Context: an optimization exercise on an open-source flow, tuned for a short achievable clock period and few clock cycles per item. The choices shown serve that exercise and are no tape-out recipe. The RTL was checked by simulation tests, not by an equivalence proof against the original design. Power figures rest on the tool's default switching activity, not on a simulated workload.

// armv7_multicycle_core
module armv7_multicycle_core #(
    parameter int ADDR_WIDTH = 10
) (
    input  logic                  Clock,
    input  logic                  Reset,
    input  logic                  Halt,
    output logic                  mem_req,
    output logic                  mem_we,
    output logic [ADDR_WIDTH-1:0] mem_addr,
    output logic [31:0]           mem_wdata,
    input  logic [31:0]           mem_rdata,
    input  logic                  mem_ack,
    output logic [ADDR_WIDTH-1:0] pc,
    output logic [31:0]           instr,
    output logic [2:0]            state,
    output logic [3:0]            flags,
    output logic                  retired
);
Size: roughly 7100 cells after synthesis, roughly 880 flip-flops, about 130 I/O pins, ~74000 µm² of cells after synthesis.
Settings: LEC_CHECK=0, CAP_MARGIN=20, CORE_MARGIN=2, CORE_UTILIZATION=40, SETUP_SLACK_MARGIN=4.5, SLEW_MARGIN=20; clock period 8.0 ns.
run.sh (not shown) runs the stock make flow with config.mk's settings and CLKGATE_MAP_FILE= SYNTH_SCRIPT=/design/flow/synth_recipe.tcl, a recipe that flattens the netlist after the stock synthesis.
Testbench counts at the start, summed over its fixed seeds: cycles 112,230, items 72,000.
Then changed:
--- a/flow/design.v
+++ b/flow/design.v
@@ -122,29 +122,26 @@
     assign x_alu      = x_is_i | x_is_r;
     assign x_load     = r_ir[20];
     assign x_cond_dep = (r_ir[31:29] != 3'b111);
     assign x_cond     = cond_pass(r_ir[31:28], flags_now);
     assign x_ls       = x_is_d & x_cond;
     assign x_wr_pot   = r_xv & x_alu & (~r_ir[24] | r_ir[23]) & (r_ir[31:28] != 4'hF);
     assign x_sf_pot   = r_xv & x_alu & r_ir[20] & (r_ir[31:28] != 4'hF);
     assign x_npc      = (x_is_b & x_cond) ? r_x_brt : r_x_pc4;
     assign x_fwd      = w_wr_pot & (w_rd == x_rn);
     logic  x_fwd_now;
     assign x_fwd_now  = x_fwd & w_cond;
-    logic  x_need_nz, x_need_cv;
-    assign x_need_nz  = ~((r_ir[31:29] == 3'b001) | (r_ir[31:29] == 3'b011));
-    assign x_need_cv  = ~((r_ir[31:29] == 3'b000) | (r_ir[31:29] == 3'b010));
-    assign x_flag_haz = (x_is_d | x_is_b) & x_cond_dep & w_sets_flags &
-                        (x_need_nz | (x_need_cv & r_w_arith));
+    assign x_flag_haz = (x_is_d | x_is_b) & x_cond_dep & w_sets_flags;
     assign x_rm_haz   = x_is_r & ~r_rm_ok;
-    assign x_ls_haz   = x_ls & w_wr_pot & (w_rd == x_rn);
+    assign x_ls_haz   = x_ls & ((w_wr_pot & (w_rd == x_rn)) |
+                                (~x_load & w_wr_pot & (w_rd == x_rd)));
     assign x_can      = r_xv & ~r_x_done & ~x_flag_haz & ~x_ls_haz;
     logic [31:0] x_rm_v, x_shifted, x_imm_rot, x_op2;
     logic [4:0]  x_shamt;
     assign x_shamt   = r_ir[11:7];
     assign x_imm_rot = ror32({{24{r_ir[7]}}, r_ir[7:0]}, {r_ir[11:8], 1'b0});
     always_comb begin
         x_rm_v = r_rmv;
         case (r_ir[6:5])
             2'b00:   x_shifted = x_rm_v << x_shamt;
             2'b01:   x_shifted = x_rm_v >> x_shamt;
             2'b10:   x_shifted = $signed(x_rm_v) >>> x_shamt;
@@ -190,31 +187,26 @@
     assign fi         = mem_rdata;
     assign f_ty       = fi[27:25];
     assign f_rn       = fi[19:16];
     assign f_rd       = fi[15:12];
     assign f_rm       = fi[3:0];
     assign f_is_r     = (f_ty == 3'b000);
     assign f_is_d     = (f_ty == 3'b010);
     assign f_is_b     = (f_ty == 3'b101);
     assign f_cond_dep = (fi[31:29] != 3'b111);
     assign f_cond     = cond_pass(fi[31:28], flags_now);
     assign f_ls       = f_is_d & f_cond;
-    logic  f_need_nz, f_need_cv;
-    assign f_need_nz  = ~((fi[31:29] == 3'b001) | (fi[31:29] == 3'b011));
-    assign f_need_cv  = ~((fi[31:29] == 3'b000) | (fi[31:29] == 3'b010));
-    assign f_flag_haz = (f_is_d | f_is_b) & f_cond_dep &
-                        ((x_sf_pot & (f_need_nz | (f_need_cv & x_arith))) |
-                         (w_sets_flags & (f_need_nz | (f_need_cv & r_w_arith))));
+    assign f_flag_haz = (f_is_d | f_is_b) & f_cond_dep & (x_sf_pot | w_sets_flags);
     assign f_rm_haz   = f_is_r & x_wr_pot & (x_rd == f_rm);
     assign f_rn_haz   = (x_wr_pot & (x_rd == f_rn)) | (w_wr_pot & (w_rd == f_rn));
-    assign f_rd_haz   = x_wr_pot & (x_rd == f_rd);
+    assign f_rd_haz   = (x_wr_pot & (x_rd == f_rd)) | (w_wr_pot & (w_rd == f_rd));
     assign f_ls_haz   = f_ls & (f_rn_haz | (~fi[20] & f_rd_haz));
     assign f_haz      = f_flag_haz | f_rm_haz | f_ls_haz;
     assign f_pc4  = r_rq_addr + AW'(4);
     assign f_brt  = r_rq_addr + AW'({fi[7:0], 2'b00});
     assign f_imm  = AW'(fi[9:0]);
     logic [AW-1:0] f_imm_x;
     logic [AW-1:0] f_lsa_k [16];
     assign f_imm_x = fi[23] ? f_imm : ~f_imm;
     always_comb
         for (int k = 0; k < 16; k++) begin
             logic [AW:0] t;
@@ -224,29 +216,29 @@
     assign f_lsa  = f_lsa_k[f_rn];
     logic          hb_next, n_dec;
     logic          n_data, n_we;
     logic [AW-1:0] n_addr;
     logic [31:0]   n_wdata;
     assign hb_next = (r_wv | r_hb) & Halt;
     always_comb begin
         n_dec   = 1'b0;
         n_data  = 1'b0;
         n_we    = 1'b0;
         n_addr  = r_x_pc4;
-        n_wdata = (w_we & (w_rd == x_rd)) ? w_alu_res : r_regs[x_rd];
+        n_wdata = r_regs[x_rd];
         if (f_ack) begin
             n_dec   = ~f_haz;
             n_data  = f_ls;
             n_we    = f_ls & ~fi[20];
             n_addr  = f_ls ? f_lsa : ((f_is_b & f_cond) ? f_brt : f_pc4);
-            n_wdata = (w_we & (w_rd == f_rd)) ? w_alu_res : r_regs[f_rd];
+            n_wdata = r_regs[f_rd];
         end else if (d_ack) begin
             n_dec   = 1'b1;
         end else if (x_can) begin
             n_dec   = 1'b1;
             n_data  = x_ls;
             n_we    = x_ls & ~x_load;
             n_addr  = x_ls ? x_lsa : x_npc;
         end
     end
     always_ff @(posedge Clock) begin
         if (Reset) begin
Synthesized area rises by about 0.9%. Worst setup slack improved by 0.14 ns. Count of clock-buffer cells in the layout falls by 4. Routed wire length rises by 1.3%. Power rises by 14%. Die area rises by 0.85%. Final cell count falls by 0.55%. Critical path depth falls by 3. Sequential power rises by about 5%. Cell area rises by about 0.6%. Core utilization stays flat. Flip-flop and latch count stays the same.
Testbench counts after the change, summed over its fixed seeds: cycles 112,860, items 72,000.

## afterwards: timing with drivers on the ports
How much do the figures lean on ideal ports? The routed layouts below were timed once more, with nothing changed but the port constraints.
Step 1 assumes that a clkbuf_16 drives the clock port and a buf_2 every other input.
Step 2 times the ports against the registers' clock, not the clock port: input delays grow and output delays shrink by t, the midpoint of the rising clock arrivals with the driver on.
Slacks: ideal / step 1 / step 2; pairs: ideal / step 1.
run | t, ns | setup WS [ns] | worst setup path after step 2 | slew at the worst register clock pin (ns)
the first run | 0.868 | 3.921 / 3.654 / 2.941 | input to register | 0.07 / 0.07
the second run | 0.880 | 4.062 / 3.862 / 2.982 | input to register | 0.07 / 0.07
After both steps every run listed still meets setup and hold. For the second run, which loses most, drivers alone change the setup slack by -0.200 ns; drivers and shift together by -1.080 ns.
